Background: an optimization exercise with open tools, aiming at small area, a short achievable clock period and few clock cycles per item. Do not read the settings as production practice.
Where RTL was checked, it was by simulation tests only, not by an equivalence proof against the original.
For runs 4 to 7, only the layout was checked, not whether the RTL still works.
No activity file was given, so power comes from the tool's default toggle rates.

==> design.v <==
localparam WINDOW_DEPTH    = 16;   
localparam REG_CTRL        = 8'h00;   
localparam REG_RESULT_BASE = 8'h04;
localparam REG_RESULT_MAX  = 8'h08;
localparam REG_WINDOW      = 8'h0C;   
localparam REG_STREAM      = 8'h10;   
localparam REG_STATUS      = 8'h14;
`timescale 1ns/10ps
module join_top (
  input  logic        ap_clk,
  input  logic        rst_n,
  input  logic        host_cyc,
  input  logic        host_stb,
  input  logic        host_we,
  input  logic [31:0] host_adr,
  input  logic [31:0] host_dat_w,
  output logic        host_ack,
  output logic [31:0] host_dat_r,
  output logic        mem_cyc,
  output logic        mem_stb,
  output logic        mem_we,
  output logic [31:0] mem_adr,
  output logic [31:0] mem_dat_w,
  input  logic        mem_ack,
  input  logic [31:0] mem_dat_r
);
localparam WINDOW_DEPTH    = 16;   
localparam REG_CTRL        = 8'h00;   
localparam REG_RESULT_BASE = 8'h04;
localparam REG_RESULT_MAX  = 8'h08;
localparam REG_WINDOW      = 8'h0C;   
localparam REG_STREAM      = 8'h10;   
localparam REG_STATUS      = 8'h14;
  logic        rd_ack_q;      
  logic        h_v, b_v;      
  logic        h_s, b_s;      
  logic [15:0] h_d, b_d;      
  logic [7:0]  wkey [WINDOW_DEPTH];
  logic [7:0]  wval [WINDOW_DEPTH];
  logic [3:0]  wr_ptr;        
  logic        wfull;         
  logic [7:0]  p_key;         
  logic [7:0]  p_sval;
  logic [15:0] p_mask;        
  logic        p_valid;       
  logic [31:0] result_base;
  logic [15:0] result_max;
  logic [15:0] count;
  logic        over;
  logic        room_q;        
  logic        rc_q;          
  logic        stb_q;         
  logic [27:0] dat_q;         
  logic [31:2] adr_q;         
  logic        adr_c;         
  logic [31:0] rd_q;
  logic [15:0] p_below;       
  logic [15:0] p_low;         
  logic [15:0] p_rest;
  logic        free, take, issue, pop;
  logic [3:0] p_grp;          
  logic [3:0] p_grp_below;    
  always_comb begin
    for (int g = 0; g < 4; g++) p_grp[g] = |p_mask[4*g +: 4];
    p_grp_below[0] = 1'b0;
    p_grp_below[1] = p_grp[0];
    p_grp_below[2] = p_grp[0] | p_grp[1];
    p_grp_below[3] = p_grp[0] | p_grp[1] | p_grp[2];
    for (int g = 0; g < 4; g++) begin
      p_below[4*g]     = p_grp_below[g];
      p_below[4*g + 1] = p_grp_below[g] | p_mask[4*g];
      p_below[4*g + 2] = p_grp_below[g] | p_mask[4*g] | p_mask[4*g + 1];
      p_below[4*g + 3] = p_grp_below[g] | p_mask[4*g] | p_mask[4*g + 1] | p_mask[4*g + 2];
    end
  end
  assign p_low   = p_mask & ~p_below;
  assign p_rest  = p_mask & p_below;
  assign free    = !stb_q || mem_ack;         
  assign take    = free && p_valid;           
  assign issue   = take && room_q;
  logic [3:0] p_grp2;
  logic       p_multi;
  always_comb begin
    for (int g = 0; g < 4; g++)
      p_grp2[g] = (p_mask[4*g] & (p_mask[4*g+1] | p_mask[4*g+2] | p_mask[4*g+3]))
                | (p_mask[4*g+1] & (p_mask[4*g+2] | p_mask[4*g+3]))
                | (p_mask[4*g+2] & p_mask[4*g+3]);
    p_multi = (|p_grp2)
            | (p_grp[0] & (p_grp[1] | p_grp[2] | p_grp[3]))
            | (p_grp[1] & (p_grp[2] | p_grp[3]))
            | (p_grp[2] & p_grp[3]);
  end
  assign pop     = take && (!room_q || !p_multi);   
  logic [7:0]  offset;
  logic        wr_ok, wack, w_buf, op_base, op_max, op_clr;
  assign offset  = host_adr[7:0];
  assign wr_ok   = !b_v;
  assign wack    = host_cyc && host_stb && host_we && wr_ok;
  assign w_buf   = wack && ((offset == REG_WINDOW) || (offset == REG_STREAM));
  assign op_base = wack && (offset == REG_RESULT_BASE);
  assign op_max  = wack && (offset == REG_RESULT_MAX);
  assign op_clr  = wack && (offset == REG_CTRL) && host_dat_w[0];
  always_ff @(posedge ap_clk or negedge rst_n) begin
    if (!rst_n) rd_ack_q <= 1'b0;
    else        rd_ack_q <= host_cyc && host_stb && !host_we && !rd_ack_q;
  end
  logic busy;
  assign busy = stb_q || p_valid || (h_v && h_s) || (b_v && b_s);
  always_ff @(posedge ap_clk) begin
    case (offset)
      REG_RESULT_BASE: rd_q <= result_base;
      REG_RESULT_MAX:  rd_q <= {16'h0, result_max};
      REG_STATUS:      rd_q <= {14'h0, busy, over, count};
      default:         rd_q <= '0;
    endcase
  end
  assign host_ack   = (host_cyc && host_stb && host_we && wr_ok) || rd_ack_q;
  assign host_dat_r = rd_q;
  always_ff @(posedge ap_clk or negedge rst_n) begin
    if (!rst_n) begin
      result_base <= '0;
      result_max  <= '0;
    end else begin
      if (op_base) result_base <= host_dat_w;
      if (op_max)  result_max  <= host_dat_w[15:0];
    end
  end
  logic        h_go, win_go, ld_str;
  logic [15:0] wvalid, match;    
  always_comb begin
    for (int i = 0; i < WINDOW_DEPTH; i++) begin
      wvalid[i] = wfull || (4'(i) < wr_ptr);
      match[i]  = wvalid[i] && (wkey[i] == h_d[15:8]);
    end
  end
  assign win_go = h_v && !h_s && !p_mask[wr_ptr];
  assign ld_str = h_v && h_s && !p_valid;
  assign h_go   = win_go || ld_str;
  logic h_new, h_up, b_new;
  assign h_new = w_buf && (h_go || !h_v);
  assign h_up  = h_go && !w_buf;
  assign b_new = w_buf && h_v && !h_go;
  always_ff @(posedge ap_clk) begin
    if (h_new) begin
      h_s <= (offset == REG_STREAM);
      h_d <= host_dat_w[15:0];
    end else if (h_up) begin
      h_s <= b_s;
      h_d <= b_d;
    end
    if (b_new) begin
      b_s <= (offset == REG_STREAM);
      b_d <= host_dat_w[15:0];
    end
  end
  always_ff @(posedge ap_clk or negedge rst_n) begin
    if (!rst_n) begin
      h_v <= 1'b0;
      b_v <= 1'b0;
    end else if (op_clr) begin
      h_v <= 1'b0;
      b_v <= 1'b0;
    end else begin
      if (h_new)     h_v <= 1'b1;
      else if (h_up) h_v <= b_v;
      if (b_new)     b_v <= 1'b1;
      else if (h_go) b_v <= 1'b0;
    end
  end
  always_ff @(posedge ap_clk) begin
    if (win_go) begin
      wkey[wr_ptr] <= h_d[15:8];
      wval[wr_ptr] <= h_d[7:0];
    end
  end
  always_ff @(posedge ap_clk or negedge rst_n) begin
    if (!rst_n) begin
      wr_ptr <= '0;
      wfull  <= 1'b0;
    end else if (op_clr) begin
      wr_ptr <= '0;
      wfull  <= 1'b0;
    end else if (win_go) begin
      wr_ptr <= wr_ptr + 1'b1;
      if (wr_ptr == 4'hF) wfull <= 1'b1;
    end
  end
  always_ff @(posedge ap_clk) begin
    if (!p_valid) begin
      p_key  <= h_d[15:8];
      p_sval <= h_d[7:0];
    end
  end
  always_ff @(posedge ap_clk or negedge rst_n) begin
    if (!rst_n) begin
      p_mask  <= '0;
      p_valid <= 1'b0;
    end else if (ld_str) begin
      p_mask  <= match;
      p_valid <= |match;
    end else if (take) begin
      p_mask  <= room_q ? p_rest : '0;   
      p_valid <= !pop;
    end
  end
  logic [7:0] p_wval;
  logic [3:0] p_slot;
  always_comb begin
    p_wval = '0;
    p_slot = '0;
    for (int i = 0; i < 16; i++) begin
      p_wval = p_wval | ({8{p_low[i]}} & wval[i]);
      p_slot = p_slot | ({4{p_low[i]}} & 4'(i));
    end
  end
  always_ff @(posedge ap_clk) begin
    if (issue) dat_q <= {p_key, p_sval, p_wval, p_slot};
  end
  always_ff @(posedge ap_clk or negedge rst_n) begin
    if (!rst_n) begin
      stb_q <= 1'b0;
      count <= '0;
      over  <= 1'b0;
    end else if (op_clr) begin
      stb_q <= 1'b0;
      count <= '0;
      over  <= 1'b0;
    end else begin
      if (free) begin
        stb_q <= issue;
      end
      if (stb_q && mem_ack) count <= count + 1'b1;
      if (take && !room_q) over <= 1'b1;
    end
  end
  logic [16:0] count_p1, count_p2;
  assign count_p1 = {1'b0, count} + 17'd1;
  assign count_p2 = {1'b0, count} + 17'd2;
  always_ff @(posedge ap_clk or negedge rst_n) begin
    if (!rst_n) begin
      room_q <= 1'b0;
      rc_q   <= 1'b0;
    end else begin
      rc_q <= op_max || op_clr;
      if (rc_q)       room_q <= count < result_max;
      else if (issue) room_q <= stb_q ? (count_p2 != {1'b0, result_max})
                                      : (count_p1 != {1'b0, result_max});
    end
  end
  logic [8:0]  lo_sum, hi_sum0, hi_sum1;
  logic [16:0] adr_lo;
  assign lo_sum  = {1'b0, result_base[9:2]}   + {1'b0, count[7:0]};
  assign hi_sum0 = {1'b0, result_base[17:10]} + {1'b0, count[15:8]};
  assign hi_sum1 = {1'b0, result_base[17:10]} + {1'b0, count[15:8]} + 9'd1;
  assign adr_lo  = {lo_sum[8] ? hi_sum1 : hi_sum0, lo_sum[7:0]};
  always_ff @(posedge ap_clk) begin
    if (stb_q && mem_ack) begin
      adr_q <= adr_q + 1'b1;
      adr_c <= adr_c || (&adr_q[17:2]);
    end else begin
      {adr_c, adr_q[17:2]} <= adr_lo;
      adr_q[31:18]         <= result_base[31:18] + {13'h0, adr_c};
    end
  end
  assign mem_cyc   = stb_q;
  assign mem_stb   = stb_q;
  assign mem_we    = stb_q;
  assign mem_adr   = {adr_q, result_base[1:0]};
  assign mem_dat_w = {dat_q[27:4], 4'h0, dat_q[3:0]};
endmodule
==> flow/run.sh <==
#!/bin/bash
# The standard layout, with the port buffers made from sky130_fd_sc_hd__buf_2
# cells instead of the cell buffer_ports picks by default. The make output goes
# to flow_make.log here; ORFS's per-step logs stay under orfs/logs.
set -euo pipefail
export BUFFER_PORTS_ARGS="-buffer_cell sky130_fd_sc_hd__buf_2"
bash standard.sh finish > flow_make.log 2>&1
==> standard.sh <==
#!/bin/bash
# synth_recipe.tcl (not shown) runs the flow's synth.tcl, then flattens the netlist and writes it again
# the make line also repeats each setting of config.mk as NAME=value (left out here)
make -C /OpenROAD-flow-scripts/flow DESIGN_CONFIG=/design/flow/config.mk WORK_HOME=/design/flow/orfs CLKGATE_MAP_FILE= SYNTH_SCRIPT=/design/flow/synth_recipe.tcl "${@:-finish}"
==> config.mk <==
export PLATFORM = sky130hd
export DESIGN_NAME = join_top
export DESIGN_NICKNAME = join_top
export VERILOG_FILES = /design/flow/design.v
export SDC_FILE = /design/flow/constraint.sdc
export NUM_CORES = 4
export LEC_CHECK = 0
export CAP_MARGIN = 20
export CORE_MARGIN = 2
export CORE_UTILIZATION = 55
export CTS_CLUSTER_DIAMETER = 60
export CTS_CLUSTER_SIZE = 40
export SETUP_SLACK_MARGIN = 3.0
export SLEW_MARGIN = 20
export TNS_END_PERCENT = 10
==> constraint.sdc <==
create_clock -name core_clock -period 5.0 [get_ports {ap_clk}]
set_input_delay 1.0000 -clock core_clock [delete_from_list [all_inputs] [get_ports {ap_clk}]]
set_output_delay 1.0000 -clock core_clock [all_outputs]
set_load 0.01 [all_outputs]
==> results.ini, run 1 <==
[cts]
htreeDepth=2
cts_buffer_depth=3
cts.sinks=490
cts_tree=yes
cts-root-buf=clkbuf_16
cts_inserted_buffers=36
ctsHoldBuffers=0
clk_pin_slew_ns=0.10
clock_latency_ns=0.57

[critical_path]
crit_type=reg -> reg
cp_top_family=simple AND/OR/NAND/NOR gates
cp_num_buf_inv=0
cpPeakStageDelay_ns=0.62
endpoint_kind=register
cp.arrival_ns=2.80
critPathMaxFanout=20
worst_path_max_delay_cell=and2_2
crit_chain=mux4_2, nor4_1, and2_2
critPathLaunchType=register
cp.required_ns=5.20

[timing]
post-route-period-util_pct=51.91
finalSetupTns_ns=0
fmaxAchievable_mhz=385.3
finalWorstSetupSlack_ns=2.404
hold_violations=0
rsz0062_at_grt=yes
skew_ns=0.03516
finalMaxSlewViolations=0
fin_crit_ns=2.596
hold_ws_ns=0.4194
setup_viol=0
timing.slew.headroom_pct=35.19
tightest_slew_ns=0.9722

[floorplan]
core_area_um2=38830
die_h_um=202.7
die_area_um2=41070
io_pins=202
start_util_pct=55.90
die_x_um=202.7
rows=72

[synthesis]
ys_warn_count=1
ys.flop_type=edfxtp_1
ys_types=76
synth_area_um2=21700
syn_inst=1671
seq_area_frac_synth_pct=62.74
ys_ff_latch=490
syn_avg_cell_area_um2=12.99
synthArstFlopShare_pct=18.98
synth_edf_count=334

[routing]
drtIter0Drc=1091
post_drt_wl_per_cell_um=22.21
wl_mm=53.20
ant_nets=0
drtPass1Iterations=6
viasPerCell=5.916
route.detailed.drc=0
via_count=14180

[global_routing]
grt_pass1_vias=13790
grt_use_total_pct=25.02
grt_max_degree=58
grt_overflow=0
grt_pass1_wl_mm=79.51
antenna_found_initial=2

[finish]
area_growth_pct=17.32
finalNetCount=1995
stdcell_area_um2=25460
final_core_util_pct=65.58
drive_gt1_share_pct=24.68

[place]
io_buffer_count=141
postPlaceCellArea_um2=22820
finalWeightedCongestion=0.8535
hpwl_mm=33.59
preCtsSetupSlack_ns=1.575

[hold_path]
min_path_type=reg -> reg

[power_and_ir_drop]
p_per_area_nw_per_um2=342.3
p_leak_nw=9.744
peakVddDrop_mv=0.2964

[run_status]
status=timing/DRC/antenna clean

[run]
maxCapViolCount=0

-- stage by stage --
stage          power, W  std cells
6_report       0.008717       2396
5_1_grt        0.009042       2394
4_1_cts        0.008703       2353
3_5_place_dp   0.005511       2254
3_3_place_gp   0.005509       2254
2_1_floorplan  0.005233       1674
-- flip-flops by register name, summed over array words and instances, names as in the netlist, 28 cells and up --
register / flops
wval: 128
dat_q: 28
adr_q: 30
wkey: 128
result_base: 32
rd_q: 32
-- final cells by class --
cell class	count	area (um2)
diodes	2	5.005
clock buffers	39	933.4
clock inverters	25	312.8
fillers	3002	13360
inverters	52	200.2
multi-input cells	1041	8053
flip-flops and latches	490	13650
well taps	518	648.1
repair buffers	229	1660
-- Yosys cell counts (6+ instances only) --
library cell | instances | area share, %
a21oi_1 | 33 | 0.76
a221o_1 | 8 | 0.37
a22o_1 | 15 | 0.61
o211ai_1 | 13 | 0.45
xor2_1 | 104 | 4.2
and4_1 | 9 | 0.36
nand4_1 | 48 | 1.4
and3_1 | 25 | 0.72
nand3_1 | 40 | 0.92
nand2b_1 | 10 | 0.29
nand2_1 | 102 | 1.8
dfrtp_1 | 93 | 11
ha_1 | 41 | 2.4
a22oi_1 | 18 | 0.62
a222oi_1 | 16 | 0.74
xnor2_1 | 109 | 4.4
o21a_1 | 6 | 0.21
inv_1 | 51 | 0.88
buf_1 | 10 | 0.17
a32oi_1 | 9 | 0.36
a211oi_1 | 10 | 0.35
edfxtp_1 | 334 | 46
nor2_1 | 69 | 1.2
buf_2 | 8 | 0.18
dfxtp_1 | 63 | 5.8
a31oi_1 | 9 | 0.26
buf_4 | 10 | 0.35
mux2i_1 | 9 | 0.42
nor4_1 | 19 | 0.55
clkbuf_1 | 66 | 1.1
o21ai_0 | 77 | 1.8
mux2_2 | 43 | 2.2
mux2_1 | 10 | 0.52
a21o_1 | 10 | 0.35
or3_1 | 11 | 0.32
nor2b_1 | 7 | 0.20
a221oi_1 | 17 | 0.69
nor3_1 | 24 | 0.55
and2_1 | 39 | 1.1
-- power breakdown --
part / internal [W] / switching (W)
Combinational: 0.000429 / 0.000540
Clock: 0.00149 / 0.00164
Sequential: 0.00444 / 0.000184
Total: 0.00636 / 0.00236
-- timing repair --
action | 4_1_cts | 5_1_grt
gates resized for setup | 80 | 103
endpoints found under the setup margin | 552 | 558
gates cloned | 1 | 9
pin swaps | 28 | 28
buffers inserted | 34 | 32
-- per-layer routing --
layer  GRT usage, %  vias up  part of all wire, %
met5              0        -                0.019
met4          8.238        2                  3.3
met3          4.318      106                  5.0
met2          41.46      384                   49
met1          33.74     7103                   43
li1               -     6580                    -
-- cells in the final DEF (no fill, tap or decap), types with 10 or more instances in the layout --
cell type and instances:
a21oi_1 31, a221oi_1 17, a222oi_1 16, a22o_1 15, a22oi_1 10, and2_1 21
and2_2 12, and3_1 19, buf_12 12, buf_2 135, buf_4 66, buf_6 11
clkbuf_16 42, dfrtp_1 70, dfrtp_2 21, dfxtp_1 63, edfxtp_1 334, ha_1 37
inv_1 50, mux2_1 10, mux2_2 15, mux2_4 28, nand2_1 99, nand3_1 38
nand4_1 48, nor2_1 65, nor3_1 19, nor4_1 15, o211ai_1 13, o21ai_0 74
or3_1 10, xnor2_1 109, xor2_1 104
-- worst paths after layout --
| path | cells after the start | slack [ns] | endpoint | startpoint |
|---|---|---|---|---|
| worst min register to register | 0 | 0.42 | dat_q[19] | p_sval[7] |
| worst max register to register | 3 | 2.40 | wkey[7][6] | p_mask[4] |
| max in group asynchronous | 2 | 3.38 | p_mask[10] | rst_n |
| worst min-delay path | 0 | 0.42 | dat_q[19] | p_sval[7] |
| min in group asynchronous | 1 | 0.55 | result_base[16] | rst_n |
| worst max-delay path | 3 | 2.40 | wkey[7][6] | p_mask[4] |
-- logic make-up (layout without fill, tap and decap cells) --
group,count (synthesis),after routing,synth area share [%]
flops,490,490,62.74
compound gates,277,278,9.033
other cells,1,6,0.01728
buf+inv,148,345,2.848
xor+xnor,213,213,8.595
fa+ha+maj,44,44,2.594
mux,66,66,3.580
simple gates,432,436,10.59
-- worst register-to-register path, delay by kind of cell (launching register included) --
family	cells	cell delay, ns
flip-flops	1	0.59
multiplexers	1	0.55
AND/OR/NAND/NOR	2	1.10
Testbench counts, summed over its fixed seeds: cycles 6,408, items 1,432.
==> run 2, diff against run 1 <==
--- a/config.mk
+++ b/config.mk
@@ -10,6 +10,6 @@
 export CORE_UTILIZATION = 55
 export CTS_CLUSTER_DIAMETER = 60
 export CTS_CLUSTER_SIZE = 40
-export SETUP_SLACK_MARGIN = 3.0
+export SETUP_SLACK_MARGIN = 2.8
 export SLEW_MARGIN = 20
 export TNS_END_PERCENT = 10
==> results.ini, run 2 <==
[routing]
drtPass1Iterations=6  ; unchanged
ant_nets=0  ; unchanged
viasPerCell=5.871  ; was 5.916
route.detailed.drc=0  ; unchanged
via_count=13980  ; was 14.18k
drtIter0Drc=1094  ; was 1091
wl_mm=52.08  ; was 53.20 mm
post_drt_wl_per_cell_um=21.86  ; was 22.21 um

[synthesis]
synth_simple_gate_area_share_pct=10.59  ; unchanged
ys_warn_count=1  ; unchanged
ys.flop_type=edfxtp_1  ; unchanged
ys_ff_latch=490  ; unchanged
syn_inst=1671  ; unchanged
yosysMostFrequentCell=edfxtp_1  ; unchanged
yosys-top-cells-area=edfxtp_1, dfrtp_1, dfxtp_1  ; unchanged
synth-adder-area-share_pct=2.594  ; unchanged
syn_avg_cell_area_um2=12.99  ; unchanged
seq_area_frac_synth_pct=62.74  ; unchanged
muxShareOfSynthArea_pct=3.580  ; unchanged
synth-compound-area-share_pct=9.033  ; unchanged
synthXorXnorAreaFrac_pct=8.595  ; unchanged
synthArstFlopShare_pct=18.98  ; unchanged
ys_types=76  ; unchanged
synth_top_family_by_area=simple AND/OR/NAND/NOR gates  ; unchanged
yosys.area.top_type=edfxtp_1  ; unchanged
yosys-top-cells-count=edfxtp_1, xnor2_1, xor2_1  ; unchanged
synth_edf_count=334  ; unchanged
yosysTopAreaCellShare_pct=46.21  ; unchanged
synth_area_um2=21700  ; unchanged

[cts]
cts_buffer_depth=3  ; unchanged
cts_inserted_buffers=36  ; unchanged
ctsHoldBuffers=0  ; unchanged
clock_latency_ns=0.57  ; about the same
cts.sinks=490  ; unchanged
cts-root-buf=clkbuf_16  ; unchanged
htreeDepth=2  ; unchanged
clk_pin_slew_ns=0.11  ; was 0.10 ns
cts_tree=yes  ; unchanged

[finish]
final_core_util_pct=64.95  ; was 65.58%
layout_commonest_cell=edfxtp_1  ; unchanged
reg_top3=wkey (128), wval (128)  ; unchanged
finalNetCount=1981  ; was 1995
area_growth_pct=16.19  ; was 17.32%
drive_gt1_share_pct=23.79  ; was 24.68%
fill_cells=3037  ; was 3002
most-common-layout-cells=edfxtp_1, buf_2, xnor2_1, xor2_1, nand2_1  ; unchanged

[power_and_ir_drop]
switchingPower_w=0.002354  ; was 0.002362 W
p_leak_nw=9.643  ; was 9.744 nW
p_per_area_nw_per_um2=345.2  ; was 342.3 nW/um2
power.internal_w=0.006351  ; was 0.006356 W
power_frac_clock_pct=35.9  ; about the same
p_sw_share_pct=27.04  ; was 27.09%
p_seq_share_pct=53.1  ; was 53.0%
peakVddDrop_mv=0.2965  ; was 0.2964 mV
power.total_w=0.008705  ; was 0.008717 W
power_frac_comb_pct=11.0  ; was 11.1%

[global_routing]
grt_pass1_vias=13770  ; was 13.79k
grt_max_degree=58  ; unchanged
grt_overflow=0  ; unchanged
antenna_found_initial=2  ; unchanged
grt_use_total_pct=25.01  ; was 25.02%
grt_pass1_wl_mm=79.46  ; was 79.51 mm

[floorplan]
die_h_um=202.7  ; unchanged
die_x_um=202.7  ; unchanged
io_pins=202  ; unchanged
die_area_um2=41070  ; unchanged
start_util_pct=55.90  ; unchanged
rows=72  ; unchanged
core_area_um2=38830  ; unchanged

[timing]
finalSetupTns_ns=0  ; unchanged
tightest_slew_ns=0.9891  ; was 0.9722 ns
finalWorstSetupSlack_ns=2.418  ; was 2.404 ns
fmaxAchievable_mhz=387.3  ; was 385.3 MHz
post-route-period-util_pct=51.64  ; was 51.91%
hold_ws_ns=0.4194  ; about the same
skew_ns=0.03677  ; was 0.03516 ns
finalMaxSlewViolations=0  ; unchanged
setup_viol=0  ; unchanged
hold_violations=0  ; unchanged
timing.slew.headroom_pct=34.06  ; was 35.19%
rsz0062_at_grt=yes  ; unchanged
fin_crit_ns=2.582  ; was 2.596 ns

[critical_path]
critPathLaunchType=input port  ; was register
worst_path_max_delay_cell=or2_4  ; was and2_2
cp_top_family=simple AND/OR/NAND/NOR gates  ; unchanged
crit_type=in -> out  ; was reg -> reg
crit_path_frequent_cell=buf_6
cpPeakStageDelay_ns=0.23  ; was 0.62 ns
crit_chain=buf_6, nor3b_4, or2_4, buf_6  ; was mux4_2, nor4_1, and2_2
cp.required_ns=4.00  ; was 5.20 ns
cp.arrival_ns=1.58  ; was 2.80 ns
critPathMaxFanout=2  ; was 20
cp_num_buf_inv=2  ; was 0
endpoint_kind=output port  ; was register

[place]
preCtsSetupSlack_ns=1.575  ; unchanged
io_buffer_count=141  ; unchanged
hpwl_mm=33.59  ; unchanged
finalWeightedCongestion=0.8535  ; unchanged

[hold_path]
min_path_type=reg -> reg  ; unchanged

[run]
maxCapViolCount=0  ; unchanged

[run_status]
status=timing/DRC/antenna clean  ; unchanged

-- run 2: cell counts after synthesis --
Identical to the previous run, type by type.
-- run 2: final timing paths --
| kind | startpoint | to | slack, ns | depth (start not counted) |
|---|---|---|---|---|
| setup / recovery | host_we | host_ack | 2.42 | 4 |
| hold / removal | p_sval[7] | dat_q[19] | 0.42 | 0 |
| setup reg to reg | p_mask[4] | wkey[7][6] | 2.42 | 3 |
| hold reg to reg | p_sval[7] | dat_q[19] | 0.42 | 0 |
| max in group asynchronous | rst_n | count[1] | 3.39 | 2 |
| min in group asynchronous | rst_n | result_base[13] | 0.55 | 1 |
-- run 2: power groups by stage --
stage,registers (W),logic [W],clock network (W)
CTS,0.00461,0.000893,0.00319
global route,0.00464,0.00105,0.00334
global placement,0.00472,0.000791,0
detailed placement,0.00472,0.000795,0
floorplan,0.00463,0.000602,0
finish,0.00462,0.000959,0.00313
-- run 2: repair_timing --
action	4_1_cts	5_1_grt
cloned	1	4
buffers inserted	32	25
pin swaps	28	20
resized for setup	76	90
setup endpoints to repair	441	461
-- run 2: kinds of logic after synthesis --
group                      after synthesis
AOI/OAI and AO/OA                      277
xor gates and xnor gates               213
muxes                                   66
adders and majority gates               44
other                                    1
and+or+nand+nor                        432
DFF                                    490
buffers and inverters                  148
-- run 2: layout make-up --
type                            count  area, um2  area share (%)
Sequential cell                   490      13650           54.14
Multi-Input combinational cell   1039       7998           31.71
Timing Repair Buffer              217       1469           5.825
Clock buffer                       39      933.4           3.701
Tap cell                          518      648.1           2.570
Clock inverter                     25      312.8           1.240
Inverter                           52      200.2          0.7938
Antenna cell                        2      5.005         0.01985
-- run 2: through the flow --
stage / cells / area (um2)
2_1_floorplan: 1674 / 21770
3_3_place_gp: 2254 / 22820
3_5_place_dp: 2254 / 22820
4_1_cts: 2351 / 24590
5_1_grt: 2380 / 25210
6_report: 2382 / 25220
-- run 2: layer usage --
| metal | global-route usage, % | vias to the layer above | wire (um) |
|---|---|---|---|
| li1 | - | 6548 | - |
| met1 | 33.75 | 6944 | 22510 |
| met2 | 41.49 | 391 | 25270 |
| met3 | 4.270 | 99 | 2592 |
| met4 | 8.133 | 2 | 1692 |
| met5 | 0 | - | 10 |
==> run 3, diff against run 2 <==
--- a/config.mk
+++ b/config.mk
@@ -7,7 +7,7 @@
 export LEC_CHECK = 0
 export CAP_MARGIN = 20
 export CORE_MARGIN = 2
-export CORE_UTILIZATION = 55
+export CORE_UTILIZATION = 45
 export CTS_CLUSTER_DIAMETER = 60
 export CTS_CLUSTER_SIZE = 40
 export SETUP_SLACK_MARGIN = 2.8
==> results.ini, run 3 <==
[synthesis]
synth_top_family_by_area=simple AND/OR/NAND/NOR gates  ; unchanged
synthArstFlopShare_pct=18.98  ; unchanged
ys_warn_count=1  ; unchanged
yosysMostFrequentCell=edfxtp_1  ; unchanged
yosys.area.top_type=edfxtp_1  ; unchanged
yosys-top-cells-count=edfxtp_1, xnor2_1, xor2_1  ; unchanged
yosys-top-cells-area=edfxtp_1, dfrtp_1, dfxtp_1  ; unchanged
syn_inst=1671  ; unchanged
synthXorXnorAreaFrac_pct=8.595  ; unchanged
synth-adder-area-share_pct=2.594  ; unchanged
muxShareOfSynthArea_pct=3.580  ; unchanged
synth_simple_gate_area_share_pct=10.59  ; unchanged
ys_types=76  ; unchanged
ys_ff_latch=490  ; unchanged
seq_area_frac_synth_pct=62.74  ; unchanged
synth-compound-area-share_pct=9.033  ; unchanged
yosysTopAreaCellShare_pct=46.21  ; unchanged
synth_edf_count=334  ; unchanged
syn_avg_cell_area_um2=12.99  ; unchanged
synth_area_um2=21700  ; unchanged
ys.flop_type=edfxtp_1  ; unchanged

[critical_path]
crit_path_frequent_cell=buf_6  ; unchanged
cp.required_ns=4.00  ; about the same
crit_type=in -> out  ; unchanged
critPathLaunchType=input port  ; unchanged
cp_num_buf_inv=2  ; unchanged
cp_top_family=simple AND/OR/NAND/NOR gates  ; unchanged
crit_chain=buf_6, nor3b_4, or2_4, buf_6  ; unchanged
cpPeakStageDelay_ns=0.23  ; about the same
rrSetupSlack_ns=2.44  ; was 2.42 ns
worst_path_max_delay_cell=or2_4  ; unchanged
endpoint_kind=output port  ; unchanged
critPathMaxFanout=2  ; unchanged
cp.arrival_ns=1.58  ; about the same

[timing]
finalMaxSlewViolations=0  ; unchanged
post-route-period-util_pct=51.60  ; was 51.64%
setup_viol=0  ; unchanged
rsz0062_at_grt=yes  ; unchanged
fmaxAchievable_mhz=387.6  ; was 387.3 MHz
timing.slew.headroom_pct=38.79  ; was 34.06%
hold_ws_ns=0.4242  ; was 0.4194 ns
hold_violations=0  ; unchanged
tightest_slew_ns=0.9181  ; was 0.9891 ns
skew_ns=0.02652  ; was 0.03677 ns
fin_crit_ns=2.580  ; was 2.582 ns
finalSetupTns_ns=0  ; unchanged

[finish]
most-common-layout-cells=edfxtp_1, buf_2, xnor2_1, xor2_1, nand2_1  ; unchanged
reg_top3=wkey (128), wval (128)  ; unchanged
fin_cells=2521  ; was 2382
drive_gt1_share_pct=25.50  ; was 23.79%
antennaDiodeCount=0  ; was 2
multi_input_area_um2=8029  ; was 7998 um2
layout_commonest_cell=edfxtp_1  ; unchanged
register_area_um2=13650  ; about the same
finalNetCount=2022  ; was 1981
fill_cells=4020  ; was 3037
area_growth_pct=18.59  ; was 16.19%

[run_status]
status=timing/DRC/antenna clean  ; unchanged

[global_routing]
grt_pass1_vias=14140  ; was 13.77k
grt_pass1_wl_mm=82.90  ; was 79.46 mm
antenna_found_initial=2  ; unchanged
grt_use_total_pct=21.44  ; was 25.01%
grt_overflow=0  ; unchanged
grt_max_degree=57  ; was 58

[power_and_ir_drop]
p_per_area_nw_per_um2=343.3  ; was 345.2 nW/um2
p_leak_nw=9.932  ; was 9.643 nW
power.total_w=0.008835  ; was 0.008705 W
peakVddDrop_mv=0.2126  ; was 0.2965 mV

[cts]
cts_inserted_buffers=38  ; was 36
clock_latency_ns=0.59  ; was 0.57 ns
htreeDepth=2  ; unchanged
cts_buffer_depth=3  ; unchanged
ctsHoldBuffers=0  ; unchanged
clk_pin_slew_ns=0.07  ; was 0.11 ns
cts.sinks=490  ; unchanged
cts_tree=yes  ; unchanged
cts-root-buf=clkbuf_16  ; unchanged

[floorplan]
start_util_pct=45.55  ; was 55.90%
rows=80  ; was 72
io_pins=202  ; unchanged
core_area_um2=47650  ; was 38830 um2
die_x_um=223.6  ; was 202.7 um
die_h_um=223.6  ; was 202.7 um
die_area_um2=50010  ; was 41070 um2

[routing]
ant_nets=0  ; unchanged
drtIter0Drc=1115  ; was 1094
post_drt_wl_per_cell_um=21.51  ; was 21.86 um
via_count=14180  ; was 13.98k
viasPerCell=5.625  ; was 5.871
route.detailed.drc=0  ; unchanged
wl_mm=54.23  ; was 52.08 mm
drtPass1Iterations=5  ; was 6

[place]
io_buffer_count=141  ; unchanged
dp_cells=2356  ; was 2254
finalWeightedCongestion=0.8714  ; was 0.8535
hpwl_mm=34.75  ; was 33.59 mm

[run]
maxCapViolCount=0  ; unchanged

[hold_path]
min_path_type=reg -> reg  ; unchanged

-- run 3: cell count changes in the layout (fill, tap and decap cells not counted), moves of 4 or more --
cell | previous run | this run
buf_4 | 63 | 98
mux2_1 | 10 | 3
mux2_2 | 17 | 23
buf_6 | 8 | 13
inv_12 | 7 | 3
inv_6 | 4 | 8
inv_8 | 7 | 3
-- run 3: what timing repair did --
item | CTS | global route
setup buffers | 43 | 48
resized for setup | 88 | 74
cloned | 3 | 2
endpoints found under the setup margin | 439 | 461
pin swaps | 26 | 17
-- run 3: power by group --
group          switching, W  internal [W]  total (W)
combinational      0.000571      0.000457    0.00103
sequential         0.000177       0.00444    0.00461
clock               0.00159       0.00160    0.00319
total               0.00234       0.00649    0.00884
-- run 3: logic make-up after synthesis --
group / count (synthesis)
simple gates: 432
fa+ha+maj: 44
buf+inv: 148
compound gates: 277
xor+xnor: 213
other cells: 1
flops: 490
mux: 66
-- run 3: final timing paths --
| path | start | end | depth (start not counted) |
|---|---|---|---|
| max | host_we | host_ack | 4 |
| min | p_key[4] | dat_q[24] | 0 |
| max reg2reg | p_mask[1] | wkey[2][6] | 4 |
| min reg2reg | p_key[4] | dat_q[24] | 0 |
| max in group asynchronous | rst_n | count[10] | 2 |
| min in group asynchronous | rst_n | p_mask[13] | 1 |
-- run 3: final cells by class --
type / instances / share of cell area (%)
flip-flops and latches: 490 / 53.03
clock inverters: 25 / 1.065
well taps: 615 / 2.990
repair buffers: 257 / 6.995
clock buffers: 44 / 3.947
multi-input cells: 1038 / 31.19
inverters: 52 / 0.7778
-- run 3: metal layers --
| metal | GRT usage, % | wire length [um] |
|---|---|---|
| met5 | 0 | 27 |
| met4 | 7.419 | 1540 |
| met3 | 3.253 | 2508 |
| met2 | 36.39 | 26850 |
| met1 | 28.15 | 23310 |
-- run 3: per-stage QoR --
step           area (um2)  setup WS, ns  utilization, %
3_3_place_gp        22960         1.460           48.20
3_5_place_dp        22960         1.405           48.20
4_1_cts             24980         2.417           52.42
5_1_grt             25740         2.370           54.02
6_report            25740         2.420           54.02
2_1_floorplan       21770         2.130               -
==> run 4, diff against run 3 <==
--- a/design.v
+++ b/design.v
@@ -168,9 +168,11 @@
     end
   end
   always_ff @(posedge ap_clk) begin
-    if (win_go) begin
-      wkey[wr_ptr] <= h_d[15:8];
-      wval[wr_ptr] <= h_d[7:0];
+    for (int i = 0; i < WINDOW_DEPTH; i++) begin
+      if (h_v && !h_s && (wr_ptr == 4'(i)) && !p_mask[i]) begin
+        wkey[i] <= h_d[15:8];
+        wval[i] <= h_d[7:0];
+      end
     end
   end
   always_ff @(posedge ap_clk or negedge rst_n) begin
--- a/config.mk
+++ b/config.mk
@@ -7,7 +7,7 @@
 export LEC_CHECK = 0
 export CAP_MARGIN = 20
 export CORE_MARGIN = 2
-export CORE_UTILIZATION = 45
+export CORE_UTILIZATION = 55
 export CTS_CLUSTER_DIAMETER = 60
 export CTS_CLUSTER_SIZE = 40
 export SETUP_SLACK_MARGIN = 2.8
==> results.ini, run 4 <==
[global_routing]
antenna_found_initial=2  ; unchanged
grt_overflow=0  ; unchanged
grt_use_total_pct=25.52  ; was 21.44%
grt_pass1_vias=13960  ; was 14.14k
grt_pass1_wl_mm=80.53  ; was 82.90 mm
grt_max_degree=63  ; was 57

[finish]
antennaDiodeCount=0  ; unchanged
area_growth_pct=17.66  ; was 18.59%
drive_gt1_share_pct=25.51  ; was 25.50%
register_area_um2=13680  ; was 13650 um2
reg_top3=wkey (128), wval (128)  ; unchanged
finalNetCount=2086  ; was 2022
most-common-layout-cells=edfxtp_1, nand2_1, buf_2, xor2_1, xnor2_1  ; was edfxtp_1, buf_2, xnor2_1, xor2_1, nand2_1
multi_input_area_um2=8149  ; was 8029 um2
layout_commonest_cell=edfxtp_1  ; unchanged
fill_cells=2982  ; was 4020

[routing]
m1WireLength_mm=22.84  ; was 23.31 mm
ant_nets=0  ; unchanged
wl_met3_mm=3.012  ; was 2.508 mm
post_drt_wl_per_cell_um=21.34  ; was 21.51 um
drtIter0Drc=1028  ; was 1115
wl_mm=53.06  ; was 54.23 mm
viasPerCell=5.774  ; was 5.625
route.detailed.drc=0  ; unchanged
drtPass1Iterations=7  ; was 5
top_layer_used=met5  ; unchanged
wl_met2_mm=25.71  ; was 26.85 mm
via_count=14360  ; was 14.18k

[synthesis]
yosys.area.top_type=edfxtp_1  ; unchanged
seq_area_frac_synth_pct=62.43  ; was 62.74%
synthArstFlopShare_pct=18.98  ; unchanged
syn_inst=1743  ; was 1671
synth_area_um2=21810  ; was 21700 um2
yosys-top-cells-count=edfxtp_1, nand2_1, xnor2_1, xor2_1, o21ai_0  ; was edfxtp_1, xnor2_1, xor2_1
yosys-top-cells-area=edfxtp_1, dfrtp_1, dfxtp_1  ; unchanged
ys_ff_latch=490  ; unchanged
ys_types=77  ; was 76
syn_avg_cell_area_um2=12.51  ; was 12.99 um2
ys_warn_count=3  ; was 1
yosysMostFrequentCell=edfxtp_1  ; unchanged
ys.flop_type=edfxtp_1  ; unchanged
synth_edf_count=334  ; unchanged
yosysTopAreaCellShare_pct=45.98  ; was 46.21%

[cts]
cts_inserted_buffers=36  ; was 38
htreeDepth=2  ; unchanged
cts.sinks=490  ; unchanged
cts-root-buf=clkbuf_16  ; unchanged
cts_tree=yes  ; unchanged
clk_pin_slew_ns=0.09  ; was 0.07 ns
clock_latency_ns=0.57  ; was 0.59 ns
cts_buffer_depth=3  ; unchanged

[floorplan]
core_area_um2=38920  ; was 47650 um2
io_pins=202  ; unchanged
die_h_um=203.1  ; was 223.6 um
start_util_pct=56.05  ; was 45.55%
rows=72  ; was 80
die_x_um=203.1  ; was 223.6 um
die_area_um2=41270  ; was 50010 um2

[critical_path]
critPathMaxFanout=2  ; unchanged
critPathLaunchType=input port  ; unchanged
crit_start=host_we  ; unchanged
cp.required_ns=4.00  ; about the same
r2r-start=count[8]  ; was p_mask[1]
endpoint_kind=output port  ; unchanged
crit_type=in -> out  ; unchanged
cp.arrival_ns=1.63  ; was 1.58 ns

[place]
preCtsSetupSlack_ns=1.538  ; was 1.405 ns
finalWeightedCongestion=0.8346  ; was 0.8714
io_buffer_count=141  ; unchanged
hpwl_mm=34.03  ; was 34.75 mm

[power_and_ir_drop]
p_sw_share_pct=31.87  ; was 26.50%
p_per_area_nw_per_um2=417.9  ; was 343.3 nW/um2
peakVddDrop_mv=0.2807  ; was 0.2126 mV
p_leak_nw=9.748  ; was 9.932 nW
power_frac_clock_pct=28.7  ; was 36.2%
p_seq_share_pct=48.3  ; was 52.2%
power_frac_comb_pct=23.0  ; was 11.6%
power.internal_w=0.007306  ; was 0.006494 W
switchingPower_w=0.003418  ; was 0.002342 W

[run]
maxCapViolCount=0  ; unchanged

[timing]
post-route-period-util_pct=52.69  ; was 51.60%
fmaxAchievable_mhz=379.6  ; was 387.6 MHz
fin_crit_ns=2.634  ; was 2.580 ns
finalWorstSetupSlack_ns=2.366  ; was 2.420 ns
timing.slew.headroom_pct=33.72  ; was 38.79%
skew_ns=0.02119  ; was 0.02652 ns
tightest_slew_ns=0.9931  ; was 0.9181 ns
finalMaxSlewViolations=0  ; unchanged
hold_violations=0  ; unchanged
rsz0062_at_grt=yes  ; unchanged
setup_viol=0  ; unchanged
finalSetupTns_ns=0  ; unchanged

[hold_path]
min_path_type=reg -> reg  ; unchanged
hold_start=p_sval[0]  ; was p_key[4]

[run_status]
status=timing/DRC/antenna clean  ; unchanged

-- run 4: final cells by class --
cell class	count	share of cell area (%)
flip-flops and latches	490	53.29
multi-input cells	1121	31.75
repair buffers	262	7.171
clock buffers	39	3.715
well taps	518	2.525
clock inverters	25	1.097
inverters	31	0.4534
-- run 4: path summary, 6_finish.rpt --
check	endpoint	slack, ns	cells after the start
max	host_ack	2.37	4
min	dat_q[12]	0.42	0
max reg2reg	adr_q[17]	2.48	9
min reg2reg	dat_q[12]	0.42	0
max in group asynchronous	count[1]	3.44	2
min in group asynchronous	result_base[16]	0.53	1
-- run 4: critical path: stages --
cell and delay [ns]:
buf_6 0.09, nor3b_4 0.14, or2_4 0.27, buf_6 0.13
-- run 4: routing by layer --
| layer | up-vias | track usage [%] |
|---|---|---|
| met2 | 417 | 42.04 |
| met4 | 4 | 8.498 |
| li1 | 6741 | - |
| met3 | 104 | 3.979 |
| met1 | 7089 | 34.95 |
| met5 | - | 0 |
-- run 4: kinds of logic after synthesis --
family / count (synthesis) / share of synthesized area (%)
AOI/OAI and AO/OA: 304 / 8.937
xor gates and xnor gates: 218 / 8.754
adders and majority gates: 42 / 2.478
buffers and inverters: 137 / 2.868
DFF: 490 / 62.43
muxes: 58 / 3.425
other: 1 / 0.01719
and+or+nand+nor: 493 / 11.09
-- run 4: what timing repair did --
item | 4_1_cts | 5_1_grt
buffers inserted | 47 | 37
resized for setup | 95 | 52
endpoints found under the setup margin | 262 | 433
gates cloned | 1 | 4
pin swaps | 20 | 22
hold buffers | 0 | 0
-- run 4: power by group through the flow --
| stage | clock, W | sequential [W] | combinational (W) |
|---|---|---|---|
| after floorplan | 0 | 0.00513 | 0.00147 |
| after global placement | 0 | 0.00537 | 0.00195 |
| after detailed placement | 0 | 0.00538 | 0.00198 |
| after CTS | 0.00314 | 0.00520 | 0.00231 |
| after global routing | 0.00328 | 0.00523 | 0.00272 |
| final | 0.00307 | 0.00518 | 0.00247 |
-- run 4: per-stage QoR --
stage / std cells / hold WS, ns / power, W / instance area, um2 / util, %
final: 2486 / 0.4203 / 0.01072 / 25660 / 65.95
after CTS: 2445 / 0.4196 / 0.01065 / 25070 / 64.41
after detailed placement: 2333 / 0.4052 / 0.007357 / 23100 / 59.37
after global routing: 2486 / 0.4326 / 0.01122 / 25660 / 65.95
after floorplan: 1746 / 0.3996 / 0.006606 / 21890 / -
after global placement: 2332 / 0.4012 / 0.007311 / 23090 / 59.34
==> run 5, diff against run 4 <==
--- a/design.v
+++ b/design.v
@@ -135,7 +135,17 @@
   end
   assign win_go = h_v && !h_s && !p_mask[wr_ptr];
   assign ld_str = h_v && h_s && !p_valid;
-  assign h_go   = win_go || ld_str;
+  logic h_nm_q, h_old_q;
+  always_ff @(posedge ap_clk or negedge rst_n) begin
+    if (!rst_n) begin
+      h_nm_q  <= 1'b0;
+      h_old_q <= 1'b0;
+    end else begin
+      h_nm_q  <= !(|match);
+      h_old_q <= !(h_new || h_up);
+    end
+  end
+  assign h_go   = win_go || ld_str || (h_v && h_s && h_nm_q && h_old_q);
   logic h_new, h_up, b_new;
   assign h_new = w_buf && (h_go || !h_v);
   assign h_up  = h_go && !w_buf;
==> results.ini, run 5 <==
[run_status]
status=timing/DRC/antenna clean  ; unchanged

[synthesis]
yosys-top-cells-count=edfxtp_1, xnor2_1, nand2_1  ; was edfxtp_1, nand2_1, xnor2_1, xor2_1, o21ai_0
ys.flop_type=edfxtp_1  ; unchanged
syn_avg_cell_area_um2=12.80  ; was 12.51 um2
ys_warn_count=3  ; unchanged
synthArstFlopShare_pct=19.31  ; was 18.98%
yosysTopAreaCellShare_pct=46.28  ; was 45.98%
ys_types=75  ; was 77
synth_area_um2=21670  ; was 21810 um2
synth_edf_count=334  ; unchanged
yosysMostFrequentCell=edfxtp_1  ; unchanged
yosys-top-cells-area=edfxtp_1, dfrtp_1, dfxtp_1  ; unchanged
yosys.area.top_type=edfxtp_1  ; unchanged
syn_inst=1693  ; was 1743
seq_area_frac_synth_pct=63.08  ; was 62.43%
ys_ff_latch=492  ; was 490

[timing]
rsz0062_at_grt=yes  ; unchanged
fin_crit_ns=2.811  ; was 2.634 ns
post-route-period-util_pct=56.22  ; was 52.69%
tightest_slew_ns=1.007  ; was 0.9931 ns
skew_ns=0.03022  ; was 0.02119 ns
fmaxAchievable_mhz=355.8  ; was 379.6 MHz
hold_violations=0  ; unchanged
hold_ws_ns=0.4179  ; was 0.4203 ns
finalSetupTns_ns=0  ; unchanged
timing.slew.headroom_pct=32.79  ; was 33.72%
finalMaxSlewViolations=0  ; unchanged
finalWorstSetupSlack_ns=2.189  ; was 2.366 ns
setup_viol=0  ; unchanged

[hold_path]
hold_depth=0  ; unchanged
min_path_type=reg -> reg  ; unchanged

[power_and_ir_drop]
power.total_w=0.008648  ; was 0.01072 W
p_leak_nw=9.663  ; was 9.748 nW
p_per_area_nw_per_um2=343.6  ; was 417.9 nW/um2
peakVddDrop_mv=0.2704  ; was 0.2807 mV

[global_routing]
grt_use_total_pct=25.53  ; was 25.52%
antenna_found_initial=4  ; was 2
grt_overflow=0  ; unchanged
grt_pass1_wl_mm=80.72  ; was 80.53 mm
grt_pass1_vias=13880  ; was 13.96k
grt_max_degree=56  ; was 63

[place]
finalWeightedCongestion=0.8436  ; was 0.8346
preCtsSetupSlack_ns=1.469  ; was 1.538 ns
hpwl_mm=34.82  ; was 34.03 mm
io_buffer_count=141  ; unchanged
dp_cells=2295  ; was 2333

[critical_path]
timing.critical_path.to=h_d[8]  ; was host_ack
cp.required_ns=5.30  ; was 4.00 ns
critPathMaxFanout=11  ; was 2
worst_path_max_delay_cell=mux4_2  ; was or2_4
worst_r2r_endpoint=h_d[8]  ; was adr_q[17]
endpoint_kind=register  ; was output port
crit_chain=mux4_2, mux4_2, nor2b_4, a31oi_4, o21ai_4, buf_12, mux2_4  ; was buf_6, nor3b_4, or2_4, buf_6
cp.arrival_ns=3.11  ; was 1.63 ns
crit_type=reg -> reg  ; was in -> out
crit_start=wr_ptr[0]  ; was host_we
ff2ff_path_depth=7  ; was 9
rrSetupSlack_ns=2.19  ; was 2.48 ns
r2r-start=wr_ptr[0]  ; was count[8]
cpPeakStageDelay_ns=0.54  ; was 0.27 ns
critPathLaunchType=register  ; was input port
crit_path_frequent_cell=mux4_2  ; was buf_6

[cts]
htreeDepth=2  ; unchanged
clk_pin_slew_ns=0.10  ; was 0.09 ns
cts_buffer_depth=3  ; unchanged
cts_inserted_buffers=37  ; was 36
cts.sinks=492  ; was 490
cts_tree=yes  ; unchanged
ctsHoldBuffers=0  ; unchanged
clock_latency_ns=0.56  ; was 0.57 ns
cts-root-buf=clkbuf_16  ; unchanged

[floorplan]
start_util_pct=55.94  ; was 56.05%
die_x_um=202.5  ; was 203.1 um
core_area_um2=38740  ; was 38920 um2
io_pins=202  ; unchanged
die_h_um=202.5  ; was 203.1 um
rows=72  ; unchanged
die_area_um2=41000  ; was 41270 um2

[routing]
viasPerCell=5.795  ; was 5.774
ant_nets=0  ; unchanged
wl_mm=52.21  ; was 53.06 mm
route.detailed.drc=0  ; unchanged
via_count=14000  ; was 14.36k
post_drt_wl_per_cell_um=21.62  ; was 21.34 um
drtPass1Iterations=6  ; was 7
drtIter0Drc=1028  ; unchanged

[finish]
multi_input_area_um2=7761  ; was 8149 um2
register_area_um2=13700  ; was 13680 um2
drive_gt1_share_pct=23.31  ; was 25.51%
fin_cells=2415  ; was 2486
layout_commonest_cell=edfxtp_1  ; unchanged
fill_cells=3043  ; was 2982
most-common-layout-cells=edfxtp_1, buf_2, xnor2_1, nand2_1, xor2_1  ; was edfxtp_1, nand2_1, buf_2, xor2_1, xnor2_1
finalNetCount=2011  ; was 2086
area_growth_pct=16.14  ; was 17.66%
reg_top3=wkey (128), wval (128)  ; unchanged

[run]
maxCapViolCount=0  ; unchanged

## run 5: metal layers
layer,up-vias,part of all wire [%],GRT usage [%]
met1,6953,43,34.31
met2,385,49,43.47
met3,82,5.1,3.965
met5,-,0.079,0
met4,6,2.3,7.013
li1,6570,-,-
## run 5: final cells by class
cell class | count | share of cell area (%)
sequential | 492 | 54.45
multi-input combinational | 1051 | 30.84
timing repair buffer | 225 | 5.727
clock buffer | 41 | 3.948
tap | 518 | 2.575
clock inverter | 27 | 1.526
inverter | 59 | 0.8949
timing repair inverter | 1 | 0.02983
antenna | 1 | 0.009943
## run 5: cells by family (layout without fill, tap and decap cells)
logic type	count (synthesis)	after routing	synth area share [%]
AOI/OAI and AO/OA	273	273	8.482
buffers and inverters	153	353	2.979
DFF	492	492	63.08
adders and majority gates	44	44	2.587
other	1	5	0.01731
muxes	58	58	3.482
and+or+nand+nor	452	452	10.49
xor gates and xnor gates	220	220	8.892
## run 5: where the power goes
part / internal [W] / switching [W]
clock: 0.00174 / 0.00158
sequential: 0.00440 / 0.000147
combinational: 0.000365 / 0.000423
## run 5: worst max-delay path: cells and delay by family (launching register included)
kind                   cells  cell delay, ns
multiplexers               3            1.38
flip-flops                 1            0.48
AO/OA/AOI/OAI              2            0.35
buffers and inverters      1            0.17
AND/OR/NAND/NOR            1            0.16
## run 5: what timing repair did
item	in CTS	in global routing
buffers inserted	30	20
gates cloned	0	1
pin swaps	4	19
resized for setup	42	36
setup endpoints to repair	290	338
## run 5: metrics by stage
stage               instance area [um2]  util (%)
global route                      25170     64.97
detailed placement                23070     59.55
finish                            25170     64.97
global placement                  23050     59.50
floorplan                         21830         -
CTS                               24840     64.12
## run 5: worst min path at each step
stage,from,end,slack [ns]
6_report,p_key[5],dat_q[25],0.42
5_1_grt,p_key[5],dat_q[25],0.43
4_1_cts,p_key[5],dat_q[25],0.42
3_5_place_dp,p_key[1],dat_q[21],0.40
3_3_place_gp,p_key[6],dat_q[26],0.40
2_1_floorplan,rd_ack_q,rd_ack_q,0.40
==> run 6, diff against run 5 <==
--- a/design.v
+++ b/design.v
@@ -126,6 +126,7 @@
     end
   end
   logic        h_go, win_go, ld_str;
+  logic        h_new, h_up, b_new;
   logic [15:0] wvalid, match;    
   always_comb begin
     for (int i = 0; i < WINDOW_DEPTH; i++) begin
@@ -146,7 +147,6 @@
     end
   end
   assign h_go   = win_go || ld_str || (h_v && h_s && h_nm_q && h_old_q);
-  logic h_new, h_up, b_new;
   assign h_new = w_buf && (h_go || !h_v);
   assign h_up  = h_go && !w_buf;
   assign b_new = w_buf && h_v && !h_go;
@@ -178,11 +178,9 @@
     end
   end
   always_ff @(posedge ap_clk) begin
-    for (int i = 0; i < WINDOW_DEPTH; i++) begin
-      if (h_v && !h_s && (wr_ptr == 4'(i)) && !p_mask[i]) begin
-        wkey[i] <= h_d[15:8];
-        wval[i] <= h_d[7:0];
-      end
+    if (win_go) begin
+      wkey[wr_ptr] <= h_d[15:8];
+      wval[wr_ptr] <= h_d[7:0];
     end
   end
   always_ff @(posedge ap_clk or negedge rst_n) begin
==> results.ini, run 6 <==
[critical_path]
endpoint_kind=register  ; unchanged
cp.arrival_ns=2.88  ; was 3.11 ns
critPathLaunchType=register  ; unchanged
worst_r2r_endpoint=h_d[5]  ; was h_d[8]
critPathMaxFanout=10  ; was 11
crit_start=p_mask[4]  ; was wr_ptr[0]
ff2ff_path_depth=7  ; unchanged
crit_type=reg -> reg  ; unchanged
r2r-start=p_mask[4]  ; was wr_ptr[0]
cp.required_ns=5.28  ; was 5.30 ns
rrSetupSlack_ns=2.40  ; was 2.19 ns
timing.critical_path.to=h_d[5]  ; was h_d[8]

[synthesis]
ys_types=83  ; was 75
synthArstFlopShare_pct=19.31  ; unchanged
syn_avg_cell_area_um2=12.80  ; about the same
yosys-top-cells-area=edfxtp_1, dfrtp_1, dfxtp_1  ; unchanged
synth_area_um2=21760  ; was 21670 um2
yosys-top-cells-count=edfxtp_1, xnor2_1, nand2_1  ; unchanged
seq_area_frac_synth_pct=62.82  ; was 63.08%
ys_warn_count=1  ; was 3
yosysTopAreaCellShare_pct=46.10  ; was 46.28%
yosys.area.top_type=edfxtp_1  ; unchanged
yosysMostFrequentCell=edfxtp_1  ; unchanged
syn_inst=1700  ; was 1693
ys.flop_type=edfxtp_1  ; unchanged
ys_ff_latch=492  ; unchanged
synth_edf_count=334  ; unchanged

[timing]
finalMaxSlewViolations=0  ; unchanged
timing.slew.headroom_pct=34.36  ; was 32.79%
fin_crit_ns=2.599  ; was 2.811 ns
setup_viol=0  ; unchanged
fmaxAchievable_mhz=384.8  ; was 355.8 MHz
skew_ns=0.02565  ; was 0.03022 ns
post-route-period-util_pct=51.97  ; was 56.22%
tightest_slew_ns=0.9815  ; was 1.007 ns
hold_violations=0  ; unchanged
finalSetupTns_ns=0  ; unchanged
rsz0062_at_grt=yes  ; unchanged
hold_ws_ns=0.4223  ; was 0.4179 ns

[cts]
cts-root-buf=clkbuf_16  ; unchanged
cts_tree=yes  ; unchanged
htreeDepth=2  ; unchanged
cts.sinks=492  ; unchanged
clk_pin_slew_ns=0.08  ; was 0.10 ns
clock_latency_ns=0.54  ; was 0.56 ns
ctsHoldBuffers=0  ; unchanged
cts_buffer_depth=3  ; unchanged
cts_inserted_buffers=37  ; unchanged

[place]
finalWeightedCongestion=0.8638  ; was 0.8436
io_buffer_count=141  ; unchanged
postPlaceCellArea_um2=22950  ; was 23070 um2
hpwl_mm=34.57  ; was 34.82 mm

[floorplan]
die_h_um=202.9  ; was 202.5 um
die_area_um2=41170  ; was 41000 um2
io_pins=202  ; unchanged
die_x_um=202.9  ; was 202.5 um
start_util_pct=56.04  ; was 55.94%
rows=72  ; unchanged
core_area_um2=38830  ; was 38740 um2

[run_status]
status=timing/DRC/antenna clean  ; unchanged

[global_routing]
antenna_found_initial=2  ; was 4
grt_pass1_vias=14190  ; was 13.88k
grt_overflow=0  ; unchanged
grt_max_degree=49  ; was 56
grt_use_total_pct=25.82  ; was 25.53%
grt_pass1_wl_mm=81.98  ; was 80.72 mm

[power_and_ir_drop]
p_leak_nw=9.902  ; was 9.663 nW
peakVddDrop_mv=0.2234  ; was 0.2704 mV
p_per_area_nw_per_um2=296.5  ; was 343.6 nW/um2

[run]
maxCapViolCount=0  ; unchanged

[routing]
route.detailed.drc=0  ; unchanged
drtPass1Iterations=6  ; unchanged
post_drt_wl_per_cell_um=21.76  ; was 21.62 um
drtIter0Drc=1104  ; was 1028
wl_mm=53.04  ; was 52.21 mm
viasPerCell=5.836  ; was 5.795
ant_nets=0  ; unchanged
via_count=14230  ; was 14.00k

[hold_path]
min_path_type=reg -> reg  ; unchanged

[finish]
most-common-layout-cells=edfxtp_1, buf_2, xnor2_1, nand2_1, xor2_1  ; unchanged
stdcell_area_um2=25490  ; was 25170 um2
area_growth_pct=17.15  ; was 16.14%
reg_top3=wkey (128), wval (128)  ; unchanged
finalNetCount=2038  ; was 2011
layout_commonest_cell=edfxtp_1  ; unchanged
drive_gt1_share_pct=24.18  ; was 23.31%

## run 6: cell count changes after synthesis, moves of 8 or more
| cell | previous run | this run |
|---|---|---|
| and3_1 | 24 | 38 |
| and2_1 | 7 | 17 |
| mux2_1 | 0 | 8 |
| a22oi_1 | 17 | 27 |
| nor2_1 | 99 | 85 |
## run 6: logic make-up after synthesis
family                   Yosys count  synth area share [%]
buffers and inverters            146                 2.829
flip-flops                       492                 62.82
XOR/XNOR                         215                 8.654
AO/OA/AOI/OAI                    294                 9.023
other                              1               0.01723
multiplexers                      60                 3.468
AND/OR/NAND/NOR                  449                 10.65
adder cells (fa/ha/maj)           43                 2.542
## run 6: timing repair
| item | in CTS | in global routing |
|---|---|---|
| setup buffers | 42 | 39 |
| pin swaps | 14 | 28 |
| resized for setup | 71 | 57 |
| cloned | 0 | 2 |
| endpoints found under the setup margin | 461 | 435 |
## run 6: worst min-delay path by stage
stage / start / end / slack (ns) / cells after the start
after floorplan: rd_ack_q / rd_ack_q / 0.40 / 1
after global routing: p_sval[0] / dat_q[12] / 0.44 / 0
final: p_key[4] / dat_q[24] / 0.42 / 0
after CTS: p_key[3] / dat_q[23] / 0.42 / 0
after global placement: p_sval[4] / dat_q[16] / 0.40 / 0
after detailed placement: p_key[3] / dat_q[23] / 0.41 / 0
## run 6: power by group
| group | switching [W] | internal [W] | leakage [nW] | total, W |
|---|---|---|---|---|
| registers | 0.0000246 | 0.00431 | 4.70 | 0.00434 |
| logic | 0.0000826 | 0.0000531 | 4.62 | 0.000136 |
| clock network | 0.00154 | 0.00154 | 0.586 | 0.00308 |
| total | 0.00165 | 0.00591 | 9.90 | 0.00756 |
## run 6: metrics by stage
| step | utilization (%) | power, W | instances | setup slack [ns] |
|---|---|---|---|---|
| floorplan | - | 0.004484 | 1703 | 2.470 |
| global placement | 59.11 | 0.004554 | 2289 | 1.744 |
| detailed placement | 59.11 | 0.004557 | 2289 | 1.682 |
| CTS | 64.04 | 0.007611 | 2396 | 2.393 |
| global route | 65.65 | 0.007788 | 2437 | 2.285 |
| finish | 65.65 | 0.007557 | 2438 | 2.402 |
## run 6: layer usage
layer / GRT usage (%) / share of wire, %
met5: 0 / 0.034
met4: 6.048 / 2.0
met3: 3.403 / 5.2
met2: 43.38 / 49
met1: 36.01 / 44
## run 6: critical path, cell delays in order, from the launching register on
cell and delay, ns:
dfrtp_2 0.50, mux4_2 0.47, mux2_4 0.29, nor4_4 0.22
a21oi_2 0.14, nand3_4 0.20, nand2_4 0.16, mux2_4 0.35
## run 6: area by class of cell
type                    count  area [um2]
clock buffers              40       937.1
well taps                 518       648.1
fillers                  2967       13340
diodes                      1       2.502
flip-flops and latches    492       13710
clock inverters            25       296.5
repair buffers            238        1614
inverters                  57       217.7
multi-input cells        1067        8063
==> run 7, diff against run 6 <==
--- a/config.mk
+++ b/config.mk
@@ -7,7 +7,7 @@
 export LEC_CHECK = 0
 export CAP_MARGIN = 20
 export CORE_MARGIN = 2
-export CORE_UTILIZATION = 55
+export CORE_UTILIZATION = 40
 export CTS_CLUSTER_DIAMETER = 60
 export CTS_CLUSTER_SIZE = 40
 export SETUP_SLACK_MARGIN = 2.8
==> results.ini, run 7 <==
[run_status]
status=timing/DRC/antenna clean  ; unchanged

[cts]
clk_pin_slew_ns=0.09  ; was 0.08 ns
ctsHoldBuffers=0  ; unchanged
clock_latency_ns=0.59  ; was 0.54 ns
cts_tree=yes  ; unchanged
cts_inserted_buffers=38  ; was 37
cts.sinks=492  ; unchanged
cts_buffer_depth=3  ; unchanged
htreeDepth=2  ; unchanged
cts-root-buf=clkbuf_16  ; unchanged

[global_routing]
antenna_found_initial=4  ; was 2
grt_use_total_pct=18.54  ; was 25.82%
grt_pass1_vias=13960  ; was 14.19k
grt_pass1_wl_mm=81.47  ; was 81.98 mm
grt_overflow=0  ; unchanged
grt_max_degree=59  ; was 49

[run]
maxCapViolCount=0  ; unchanged

[timing]
finalSetupTns_ns=0  ; unchanged
setup_viol=0  ; unchanged
skew_ns=0.03466  ; was 0.02565 ns
finalMaxSlewViolations=0  ; unchanged
timing.slew.headroom_pct=38.31  ; was 34.36%
finalWorstSetupSlack_ns=2.402  ; about the same
fmaxAchievable_mhz=384.8  ; about the same
fin_crit_ns=2.598  ; was 2.599 ns
post-route-period-util_pct=51.97  ; about the same
tightest_slew_ns=0.9137  ; was 0.9815 ns
hold_violations=0  ; unchanged
rsz0062_at_grt=yes  ; unchanged

[routing]
drtIter0Drc=1209  ; was 1104
via_count=14300  ; was 14.23k
viasPerCell=5.446  ; was 5.836
drtPass1Iterations=7  ; was 6
post_drt_wl_per_cell_um=20.40  ; was 21.76 um
wl_mm=53.57  ; was 53.04 mm
ant_nets=0  ; unchanged
route.detailed.drc=0  ; unchanged

[critical_path]
worst_path_max_delay_cell=mux4_2  ; was dfrtp_2
cp.required_ns=5.32  ; was 5.28 ns
crit_path_frequent_cell=mux2_4  ; unchanged
r2r-start=wr_ptr[0]  ; was p_mask[4]
cp_num_buf_inv=0  ; unchanged
cp.arrival_ns=2.92  ; was 2.88 ns
cp_top_family=multiplexers  ; unchanged
crit_chain=mux4_2, mux2_4, nor4_4, a21oi_4, nand3_4, nand2_8, mux2_4  ; was mux4_2, mux2_4, nor4_4, a21oi_2, nand3_4, nand2_4, mux2_4
crit_type=reg -> reg  ; unchanged
critPathMaxFanout=8  ; was 10
cpPeakStageDelay_ns=0.52  ; was 0.50 ns
ff2ff_path_depth=7  ; unchanged
rrSetupSlack_ns=2.40  ; about the same
worst_r2r_endpoint=h_d[5]  ; unchanged
critPathLaunchType=register  ; unchanged
endpoint_kind=register  ; unchanged

[synthesis]
yosys-top-cells-area=edfxtp_1, dfrtp_1, dfxtp_1  ; unchanged
syn_avg_cell_area_um2=12.80  ; unchanged
ys.flop_type=edfxtp_1  ; unchanged
seq_area_frac_synth_pct=62.82  ; unchanged
syn_inst=1700  ; unchanged
yosys-top-cells-count=edfxtp_1, xnor2_1, nand2_1  ; unchanged
yosysTopAreaCellShare_pct=46.10  ; unchanged
ys_ff_latch=492  ; unchanged
synth_edf_count=334  ; unchanged
synthArstFlopShare_pct=19.31  ; unchanged
yosys.area.top_type=edfxtp_1  ; unchanged
ys_warn_count=1  ; unchanged
yosysMostFrequentCell=edfxtp_1  ; unchanged
synth_area_um2=21760  ; unchanged
ys_types=83  ; unchanged

[floorplan]
start_util_pct=40.43  ; was 56.04%
rows=85  ; was 72
die_x_um=237.2  ; was 202.9 um
core_area_um2=53810  ; was 38830 um2
io_pins=202  ; unchanged
die_area_um2=56280  ; was 41170 um2
die_h_um=237.2  ; was 202.9 um

[finish]
multi_input_area_um2=8189  ; was 8063 um2
most-common-layout-cells=edfxtp_1, buf_2, xnor2_1, nand2_1, xor2_1  ; unchanged
layout_commonest_cell=edfxtp_1  ; unchanged
fill_cells=4740  ; was 2967
register_area_um2=13710  ; about the same
drive_gt1_share_pct=26.02  ; was 24.18%
area_growth_pct=19.64  ; was 17.15%
finalNetCount=2045  ; was 2038
reg_top3=wkey (128), wval (128)  ; unchanged

[place]
preCtsSetupSlack_ns=1.725  ; was 1.682 ns
hpwl_mm=35.01  ; was 34.57 mm
finalWeightedCongestion=0.8768  ; was 0.8638
io_buffer_count=141  ; unchanged

[power_and_ir_drop]
peakVddDrop_mv=0.2487  ; was 0.2234 mV
p_leak_nw=10.04  ; was 9.902 nW
p_per_area_nw_per_um2=299.9  ; was 296.5 nW/um2

[hold_path]
hold_start=p_key[1]  ; was p_key[4]
whs_endpoint=dat_q[21]  ; was dat_q[24]
hold_depth=0  ; unchanged
min_path_type=reg -> reg  ; unchanged

run 7: logic make-up (layout without fill, tap and decap cells):
group / count (synthesis) / in the layout / synth area share, %
simple gates: 449 / 454 / 10.65
xor+xnor: 215 / 215 / 8.654
other cells: 1 / 5 / 0.01723
flops: 492 / 492 / 62.82
mux: 60 / 60 / 3.468
fa+ha+maj: 43 / 43 / 2.542
compound gates: 294 / 294 / 9.023
buf+inv: 146 / 367 / 2.829
run 7: cell type report:
cell class | instances | area share (%)
Sequential cell | 492 | 52.68
Multi-Input combinational cell | 1070 | 31.46
Timing Repair Buffer | 241 | 6.441
Clock buffer | 40 | 3.764
Tap cell | 696 | 3.345
Clock inverter | 29 | 1.447
Inverter | 57 | 0.8556
Antenna cell | 1 | 0.009613
run 7: timing repair:
item,in CTS,in global routing
hold endpoints to repair,0,0
setup endpoints to repair,417,421
gates resized for setup,73,99
pin swaps,12,43
setup buffers,38,44
cloned,0,5
run 7: worst max-delay path by stage:
| stage | cells after the start | slack [ns] | endpoint | start |
|---|---|---|---|---|
| after floorplan | 9 | 2.47 | adr_c | result_base[10] |
| after global placement | 6 | 1.75 | wfull | host_adr[1] |
| after detailed placement | 6 | 1.73 | wfull | host_adr[1] |
| after CTS | 3 | 2.40 | host_ack | b_v |
| after global routing | 6 | 2.32 | wkey[7][2] | wr_ptr[0] |
| final | 7 | 2.40 | h_d[5] | wr_ptr[0] |
run 7: routing by layer:
metal,global-route usage [%],vias to the layer above,wire (um)
met4,4.974,6,1376
met2,30.92,462,25880
met3,3.263,86,3336
met5,0,-,34
li1,-,6644,-
met1,25.02,7102,22940
run 7: power breakdown:
group / switching, W / total [W] / internal (W)
registers: 0.0000238 / 0.00434 / 0.00432
logic: 0.0000885 / 0.000149 / 0.0000606
clock network: 0.00170 / 0.00332 / 0.00162
total: 0.00181 / 0.00781 / 0.00600
run 7: worst register-to-register path, delay by kind of cell, from the launching register on:
| kind | cells | cell delay, ns |
|---|---|---|
| muxes | 3 | 1.16 |
| and+or+nand+nor | 3 | 0.65 |
| DFF | 1 | 0.45 |
| AOI/OAI and AO/OA | 1 | 0.09 |
run 7: stage by stage:
stage          power, W  util [%]  hold slack [ns]  area [um2]  instances
2_1_floorplan  0.004484         -           0.3985       21900       1703
3_3_place_gp   0.004556     43.08           0.4018       23180       2469
3_5_place_dp   0.004558     43.08           0.4054       23180       2469
4_1_cts        0.007878     46.86           0.4251       25220       2576
5_1_grt        0.008053     48.37           0.4313       26030       2626
6_report       0.007808     48.37           0.4225       26030       2626

==> re-timing with driven ports <==
The flow's constraints put no driver on any port. The routed layouts listed below were extracted and timed again, unchanged, in two steps. Step 1, drivers: a clkbuf_16 drives ap_clk and a buf_2 each remaining input, both assumed. Step 2, shift: input delay + t, output delay - t, t = (earliest + latest rising clock arrival at the registers) / 2. This alone moves slack from input paths to output paths. Slacks: ideal ports / drivers / drivers and shift; pairs: ideal ports / drivers.
run | shift t [ns] | slack for setup (ns) | worst slew at a driven data input, ns
run 1 | 0.613 | 2.404 / 2.385 / 1.980 | 0.06
run 2 | 0.611 | 2.418 / 2.384 / 2.044 | 0.06
run 3 | 0.629 | 2.420 / 2.389 / 1.857 | 0.08
run 4 | 0.619 | 2.366 / 2.332 / 1.817 | 0.06
run 5 | 0.609 | 2.189 / 2.189 / 1.765 | 0.08
run 6 | 0.591 | 2.402 / 2.402 / 1.881 | 0.06
run 7 | 0.623 | 2.402 / 2.332 / 1.827 | 0.12
After both steps every run listed still meets setup and hold. For run 7, which loses most, drivers alone change the setup slack by -0.070 ns; drivers and shift together by -0.575 ns.
